This is an optimization exercise on Yosys and OpenROAD, whose aim is small area, a short achievable clock period and few clock cycles, not a production implementation. Function was checked by simulation only, so behaviour that the tests miss may differ from the original. Power figures rest on the tool's default switching activity, not on a simulated workload.

==> design/flow/design.v <==
package gfMulPkg;
    localparam int OP_W = 256;
    localparam int PROD_W = 2 * OP_W - 1;              
    localparam int KARA = 1;
    localparam int DIG = 4;
    localparam int PARTS = 1 << KARA;                  
    localparam int PART_W = OP_W / PARTS;
    localparam int STEPS = PART_W / DIG;               
    localparam int CNT_W = $clog2(STEPS);
    localparam int TERM_W = OP_W + (PARTS - 1) * PART_W + DIG - 1;   
    typedef logic [32-1:0] wbDataT;
    typedef logic [6-1:0] wbAdrT;
    typedef logic [OP_W-1:0] operandT;
    typedef logic [PROD_W-1:0] productT;
    typedef logic [PARTS*DIG-1:0] digitsT;             
    typedef logic [TERM_W-1:0] termT;
endpackage
`timescale 1ns/1ps
module clMulDigit #(
    parameter int W = 64,
    parameter int DIG = 8
) (
    input  logic [W-1:0] a,
    input  logic [DIG-1:0] d,
    output logic [W+DIG-2:0] p
);
    always_comb begin
        p = '0;
        for (int j = 0; j < DIG; j++) begin
            p = p ^ ((W+DIG-1)'(a & {W{d[j]}}) << j);
        end
    end
endmodule
module clMulKara1 #(
    parameter int W = 128,           
    parameter int DIG = 8
) (
    input  logic [2*W-1:0] a,
    input  logic [DIG-1:0] d0,
    input  logic [DIG-1:0] d1,
    output logic [3*W+DIG-2:0] p
);
    logic [W+DIG-2:0] pLo;
    logic [W+DIG-2:0] pHi;
    logic [W+DIG-2:0] pMid;
    clMulDigit #(.W(W), .DIG(DIG)) mLo (.a(a[W-1:0]), .d(d0), .p(pLo));
    clMulDigit #(.W(W), .DIG(DIG)) mHi (.a(a[2*W-1:W]), .d(d1), .p(pHi));
    clMulDigit #(.W(W), .DIG(DIG)) mMid (.a(a[W-1:0] ^ a[2*W-1:W]), .d(d0 ^ d1), .p(pMid));
    assign p = (3*W+DIG-1)'(pLo)
             ^ ((3*W+DIG-1)'(pLo ^ pHi ^ pMid) << W)
             ^ ((3*W+DIG-1)'(pHi) << (2*W));
endmodule
module clMulCore(
    input  gfMulPkg::operandT a,
    input  gfMulPkg::digitsT d,        
    output gfMulPkg::termT t
);
    localparam int DIG = gfMulPkg::DIG;
    localparam int H = gfMulPkg::OP_W / 2;
    localparam int Q = gfMulPkg::OP_W / 4;
    generate
        if (gfMulPkg::KARA == 0) begin : g0
            clMulDigit #(.W(gfMulPkg::OP_W), .DIG(DIG)) m (.a(a), .d(d), .p(t));
        end else if (gfMulPkg::KARA == 1) begin : g1
            clMulKara1 #(.W(H), .DIG(DIG)) m (.a(a), .d0(d[0 +: DIG]), .d1(d[DIG +: DIG]), .p(t));
        end else begin : g2
            localparam int PW = 3*Q + DIG - 1;
            logic [PW-1:0] pLo;
            logic [PW-1:0] pHi;
            logic [PW-1:0] pMid;
            clMulKara1 #(.W(Q), .DIG(DIG)) mLo (.a(a[H-1:0]), .d0(d[0 +: DIG]), .d1(d[DIG +: DIG]), .p(pLo));
            clMulKara1 #(.W(Q), .DIG(DIG)) mHi (.a(a[2*H-1:H]), .d0(d[2*DIG +: DIG]), .d1(d[3*DIG +: DIG]), .p(pHi));
            clMulKara1 #(.W(Q), .DIG(DIG)) mMid (.a(a[H-1:0] ^ a[2*H-1:H]),
                                                 .d0(d[0 +: DIG] ^ d[2*DIG +: DIG]),
                                                 .d1(d[DIG +: DIG] ^ d[3*DIG +: DIG]), .p(pMid));
            assign t = gfMulPkg::TERM_W'(pLo)
                     ^ (gfMulPkg::TERM_W'(pLo ^ pHi ^ pMid) << H)
                     ^ (gfMulPkg::TERM_W'(pHi) << (2*H));
        end
    endgenerate
endmodule
`timescale 1ns/1ps
module karatsubaSeq(
    input  logic clk,
    input  logic rst,
    input  logic startReq,                    
    input  gfMulPkg::operandT opB,
    input  gfMulPkg::operandT opBNext,        
    output logic lastStep,                    
    output gfMulPkg::digitsT stepDigits,      
    input  gfMulPkg::termT stepTerm,          
    output gfMulPkg::productT stepOut
);
    localparam int DIG = gfMulPkg::DIG;
    localparam int STEPS = gfMulPkg::STEPS;
    localparam int CNT_W = gfMulPkg::CNT_W;
    logic run;                     
    logic [CNT_W-1:0] cnt;         
    gfMulPkg::digitsT digReg;      
    gfMulPkg::digitsT digNext;
    gfMulPkg::productT acc;
    function automatic gfMulPkg::digitsT digitsAt(input gfMulPkg::operandT b, input int i);
        gfMulPkg::digitsT r;
        for (int p = 0; p < gfMulPkg::PARTS; p++) begin
            r[p*DIG +: DIG] = b[p*gfMulPkg::PART_W + i*DIG +: DIG];
        end
        digitsAt = r;
    endfunction
    always_comb begin
        digNext = digitsAt(opBNext, STEPS - 1);
        if (run && !lastStep) begin
            for (int k = 1; k < STEPS - 1; k++) begin
                if (cnt == CNT_W'(k)) begin
                    digNext = digitsAt(opB, STEPS - 2 - k);
                end
            end
        end else if (startReq) begin
            digNext = digitsAt(opB, STEPS - 2);
        end
    end
    assign stepDigits = digReg;
    assign stepOut = ((acc & {gfMulPkg::PROD_W{run}}) << DIG) ^ gfMulPkg::productT'(stepTerm);
    always_ff @(posedge clk) begin
        if (rst) begin
            run <= 1'b0;
            lastStep <= 1'b0;
        end else begin
            if (!run) begin
                run <= startReq;
            end else if (lastStep) begin
                run <= 1'b0;
            end
            lastStep <= run && (cnt == CNT_W'(STEPS - 2));
        end
    end
    always_ff @(posedge clk) begin
        cnt <= run ? cnt + 1'b1 : CNT_W'(1);
        digReg <= digNext;
        acc <= stepOut;
    end
endmodule
`timescale 1ns/1ps
module wbRegBank(
    input  logic clk,
    input  logic rst,
    input  logic wbCyc,
    input  logic wbStb,
    input  logic wbWe,
    input  gfMulPkg::wbAdrT wbAdr,
    input  gfMulPkg::wbDataT wbDatW,
    output gfMulPkg::wbDataT wbDatR,
    output logic wbAck,
    output logic irq,
    output logic startReq,
    output gfMulPkg::operandT opA,
    output gfMulPkg::operandT opB,
    output gfMulPkg::operandT opBNext,
    input  logic lastStep,
    input  gfMulPkg::productT stepOut
);
    localparam int DW = 32;
    localparam logic [6-1:0] ADR_CTRL = 6'h10;
    localparam logic [6-1:0] ADR_STAT = 6'h11;
    logic newReq;
    logic wrStrobe;
    logic busyF;         
    logic doneF;
    logic fin1;          
    logic prodValid;     
    gfMulPkg::productT prodReg;
    gfMulPkg::wbDataT rdData;
    gfMulPkg::wbDataT rdNext;
    assign newReq = wbCyc & wbStb & ~wbAck;
    assign wrStrobe = wbAck & wbWe & ~busyF;
    assign startReq = newReq & wbWe & (wbAdr == ADR_CTRL) & wbDatW[0] & ~busyF;
    always_ff @(posedge clk) begin
        if (rst) begin
            wbAck <= 1'b0;
            irq <= 1'b0;
            busyF <= 1'b0;
            doneF <= 1'b0;
            fin1 <= 1'b0;
            prodValid <= 1'b0;
        end else begin
            wbAck <= newReq;
            fin1 <= lastStep;
            irq <= fin1;
            if (startReq) begin
                busyF <= 1'b1;
                doneF <= 1'b0;
            end else if (fin1) begin
                busyF <= 1'b0;
                doneF <= 1'b1;
            end
            if (lastStep) begin
                prodValid <= 1'b1;
            end
        end
    end
    always_ff @(posedge clk) begin
        if (rst) begin
            opA <= '0;
            opB <= '0;
        end else if (wrStrobe) begin
            for (int i = 0; i < 8; i++) begin
                if (wbAdr == gfMulPkg::wbAdrT'(i)) begin
                    opA[i*DW +: DW] <= wbDatW;
                end
                if (wbAdr == gfMulPkg::wbAdrT'(8 + i)) begin
                    opB[i*DW +: DW] <= wbDatW;
                end
            end
        end
    end
    always_comb begin
        opBNext = opB;
        if (rst) begin
            opBNext = '0;
        end else if (wrStrobe) begin
            for (int i = 0; i < 8; i++) begin
                if (wbAdr == gfMulPkg::wbAdrT'(8 + i)) begin
                    opBNext[i*DW +: DW] = wbDatW;
                end
            end
        end
    end
    always_ff @(posedge clk) begin
        if (lastStep) begin
            prodReg <= stepOut;
        end
    end
    always_comb begin
        rdNext = '0;
        case (wbAdr[5:3])
            3'b000: rdNext = opA[wbAdr[2:0]*DW +: DW];
            3'b001: rdNext = opB[wbAdr[2:0]*DW +: DW];
            3'b100, 3'b101: begin
                if (prodValid) begin
                    rdNext = gfMulPkg::wbDataT'({1'b0, prodReg} >> (wbAdr[3:0]*DW));
                end
            end
            default: begin
                if (wbAdr == ADR_STAT) begin
                    rdNext = gfMulPkg::wbDataT'({doneF | fin1, busyF & ~fin1});
                end
            end
        endcase
    end
    always_ff @(posedge clk) begin
        rdData <= rdNext;
    end
    assign wbDatR = rdData;
endmodule
`timescale 1ns/1ps
module gfMulTop(
    input  logic clk,
    input  logic rst,
    input  logic wbCyc,
    input  logic wbStb,
    input  logic wbWe,
    input  gfMulPkg::wbAdrT wbAdr,
    input  gfMulPkg::wbDataT wbDatW,
    output gfMulPkg::wbDataT wbDatR,
    output logic wbAck,
    output logic irq
);
    logic startReq;
    logic lastStep;
    gfMulPkg::operandT opA;
    gfMulPkg::operandT opB;
    gfMulPkg::operandT opBNext;
    gfMulPkg::digitsT stepDigits;
    gfMulPkg::termT stepTerm;
    gfMulPkg::productT stepOut;
    wbRegBank regBank0 (
        .clk      (clk),
        .rst      (rst),
        .wbCyc    (wbCyc),
        .wbStb    (wbStb),
        .wbWe     (wbWe),
        .wbAdr    (wbAdr),
        .wbDatW   (wbDatW),
        .wbDatR   (wbDatR),
        .wbAck    (wbAck),
        .irq      (irq),
        .startReq (startReq),
        .opA      (opA),
        .opB      (opB),
        .opBNext  (opBNext),
        .lastStep (lastStep),
        .stepOut  (stepOut)
    );
    karatsubaSeq seq0 (
        .clk        (clk),
        .rst        (rst),
        .startReq   (startReq),
        .opB        (opB),
        .opBNext    (opBNext),
        .lastStep   (lastStep),
        .stepDigits (stepDigits),
        .stepTerm   (stepTerm),
        .stepOut    (stepOut)
    );
    clMulCore core0 (
        .a (opA),
        .d (stepDigits),
        .t (stepTerm)
    );
endmodule
==> design/flow/run.sh <==
#!/bin/bash
# synth_recipe.tcl (not shown) runs the flow's synth.tcl, then flattens the netlist and writes it again
# the make line also repeats each setting of config.mk as NAME=value (left out here)
make -C /OpenROAD-flow-scripts/flow DESIGN_CONFIG=/design/flow/config.mk WORK_HOME=/design/flow/orfs CLKGATE_MAP_FILE= SYNTH_SCRIPT=/design/flow/synth_recipe.tcl finish
==> design/flow/config.mk <==
export PLATFORM = sky130hd
export DESIGN_NAME = gfMulTop
export DESIGN_NICKNAME = gfMulTop
export VERILOG_FILES = /design/flow/design.v
export SDC_FILE = /design/flow/constraint.sdc
export NUM_CORES = 4
export LEC_CHECK = 0
export ABC_CLOCK_PERIOD_IN_PS = 3000
export CAP_MARGIN = 20
export CORE_MARGIN = 2
export CORE_UTILIZATION = 40
export SETUP_SLACK_MARGIN = 3.5
export SLEW_MARGIN = 20
==> design/flow/constraint.sdc <==
create_clock -name core_clock -period 6.5 [get_ports {clk}]
set_input_delay 1.3000 -clock core_clock [delete_from_list [all_inputs] [get_ports {clk}]]
set_output_delay 1.3000 -clock core_clock [all_outputs]
set_load 0.01 [all_outputs]
==> results_dict.tcl <==
set metrics [dict create \
    grt_max_degree 188 \
    boundaryPins 77 \
    portBuffers 76 \
    pre_cts_slack_ns 1.739 \
    hpwl_um 270000 \
    total_leakage_power_nw 28.45 \
    cts_root_buf "clkbuf_16" \
    routed_wl_um 379700 \
    die_x_um 457.1 \
    area_delta_synth_final_pct 12.28 \
    synth_edf_count 511 \
    mostFrequentLayoutCells "2,522 x nand2_1, 1,508 x xnor2_1, 1,038 x dfxtp_1" \
    fillers 19400 \
    setup_viol 0 \
    drtIter0Drc 9989 \
    final_nets 8597 \
    grt_pass1_vias 63940 \
    timing.final.crit_period_ns 3.181 \
    synth.yosys.seq_area_share 0.4482 \
    relSlewSlack 0.1378 \
    fin_tns_setup_ns 0 \
    async_flop_share 0 \
    synthesis.nets 8835 \
    tightest_slew_ns 1.284 \
    end_kind "flip-flop" \
    synth_seq_cells 1583 \
    setup.worst_path.class "reg -> reg" \
    cts_buffer_depth 3 \
    syn_area_sq_um 82110 \
    ant_nets 0 \
    vdd.ir_drop.worst_uv 177.3 \
    path_clk_slew_ns 0.07 \
    via_per_inst 5.923 \
    hp-class "reg -> reg" \
    hold_violations 0 \
    htree_levels 4 \
    clock_sinks 1583 \
    synthFlopType "dfxtp_1" \
    fp-row-count 166 \
    synth_cell_types 76 \
    route.detailed.drc 0 \
    track_usage 0.3533 \
    final_common_cell "nand2_1" \
    powerDensity_nw_per_um2 225.5 \
    die_y_um 457.1 \
    core_area_sq_um 204400 \
    finalWorstSetupSlack_ns 3.319 \
    gp_congestion 1.025 \
    numCtsBuffers 169 \
    grt_pass1_wl_um 514200 \
    maxCapViolCount 0 \
    fin_crit_sh 0.4894 \
    vias 67540 \
    synthCells 8787 \
    synth_area_leaders "dfxtp_1 26%, edfxtp_1 19%, xnor2_1 16%" \
    start_kind "flip-flop" \
    overflow 0 \
    cts-hold-fix-buffers 0 \
    drv_slew 0 \
    worstPathArrival_ns 3.73 \
    drt_first_pass_iters 8 \
    wl_per_cell_um 33.29 \
    antenna_found_initial 53 \
    yosys_warnings 3 \
    initial_core_util 0.4018 \
    rsz0062_at_grt "yes" \
    die_area_sq_um 208900 \
    outcome "no timing/DRC/antenna violations" \
    clock_latency_ns 0.87 \
    cp_data_required_time_ns 7.05 \
    yosys.area.top_type "dfxtp_1" \
    tritoncts "yes" \
    drive_gt1_frac 0.1058 \
    synth.avg_cell_area_sq_um 9.345 \
    fin_skew_ns 0.04159 \
    cp_max_fo 43 \
    max_freq_ghz 0.3144 \
    synth_top_area_frac 0.2614 \
]
-- report_power, final --
group / switching, W / total [W] / internal [W] / leakage (nW)
combinational: 0.000340 / 0.000480 / 0.000141 / 11.2
sequential: 0.00000832 / 0.0101 / 0.0101 / 14.5
clock: 0.00446 / 0.0102 / 0.00572 / 2.79
-- worst paths after layout --
check / startpoint / depth (start not counted) / slack, ns / endpoint
max reg2reg: seq0.digReg[3]$_DFF_P_ / 8 / 3.32 / regBank0.prodReg[133]$_DFFE_PP_
max: seq0.digReg[3]$_DFF_P_ / 8 / 3.32 / regBank0.prodReg[133]$_DFFE_PP_
min reg2reg: seq0.acc[398]$_DFF_P_ / 1 / 0.45 / seq0.acc[402]$_DFF_P_
min: seq0.acc[398]$_DFF_P_ / 1 / 0.45 / seq0.acc[402]$_DFF_P_
-- synthesized netlist by cell type (13+ instances only) --
master and n:
and2_1 135, a221oi_1 18, clkbuf_1 570, buf_1 71
nand2_1 2526, nor3_1 31, xor2_1 389, buf_2 16
o211ai_1 14, o22ai_1 22, xnor2_1 1531, edfxtp_1 511
a21oi_1 556, o21ai_0 79, a211oi_1 13, nor2b_1 15
mux4_2 319, dfxtp_1 1072, nand3_1 25, a22oi_1 13
nor2_1 592, inv_1 45
-- timing repair --
action,in CTS,in global routing
cloned,8,2
resized for setup,170,46
pin swaps,7,3
endpoints found under the setup margin,751,388
buffers inserted,28,9
-- final cells by class --
type,count,area [sq um],share of cell area
clock buffers,233,4746,0.05147
clock inverters,84,1016,0.01102
repair buffers,248,2674,0.02900
multi-input cells,6502,43280,0.4694
flip-flops and latches,1583,36900,0.4002
diodes,21,52.55,0.0005700
well taps,2688,3363,0.03648
inverters,45,176.4,0.001913
-- worst max-delay path: stages, from the launching register on --
cell and delay [ns]:
dfxtp_4 0.57, nand2b_2 0.42, and2_4 0.26, buf_12 0.20, buf_12 0.28, nor2_1 0.10, xor2_1 0.22, xnor2_1 0.14
xnor2_1 0.60
-- logic make-up (layout without fill, tap and decap cells) --
| family | Yosys count | count (layout) | synth area share |
|---|---|---|---|
| AOI/OAI and AO/OA | 788 | 788 | 0.05364 |
| xor gates and xnor gates | 1921 | 1921 | 0.2051 |
| adders and majority gates | 5 | 5 | 0.0007619 |
| buffers and inverters | 707 | 610 | 0.03287 |
| DFF | 1583 | 1583 | 0.4482 |
| muxes | 333 | 333 | 0.08928 |
| other | 0 | 21 | 0 |
| and+or+nand+nor | 3450 | 3455 | 0.1702 |
-- metrics by stage --
stage	total power, W	hold slack, ns	instance area [sq um]	cells	util
2_1_floorplan	0.01065	0.4129	82570	8787	-
3_3_place_gp	0.01081	0.4281	85120	11020	0.4165
3_5_place_dp	0.01081	0.4399	85120	11020	0.4165
4_1_cts	0.02083	0.4345	91800	11370	0.4492
5_1_grt	0.02122	0.4596	92150	11390	0.4509
6_report	0.02079	0.4490	92200	11400	0.4511
-- metal layers --
layer,vias up,global-route usage,wire (um)
li1,28260,-,-
met3,1207,0.08962,42060
met4,20,0.2346,31010
met1,33350,0.4310,136400
met2,4706,0.5517,170100
met5,-,0,139
Testbench counts, summed over its fixed seeds: cycles 9,312.

## separate check: timing with driven ports
The flow's constraints put no driver on any port. The routed layout listed below was extracted and timed again, unchanged, in two steps.
Step 1: set_driving_cell puts a clkbuf_16 on clk and a buf_2 on each other input, an assumption about the parent block.
Step 2 times the ports against the registers' clock, not the clock port: input delays grow and output delays shrink by t, the midpoint of the rising clock arrivals with the driver on.
Slacks: no drivers / after step 1 / after step 2; pairs: no drivers / after step 1.
t, ns: 0.934
setup WS [ns]: 3.319 / 3.319 / 2.562
slew at the worst register clock pin (ns): 0.07 / 0.07
After both steps setup and hold are still met in this run. The setup slack of this run moves by 0.000 ns with the drivers and by -0.757 ns with both steps.
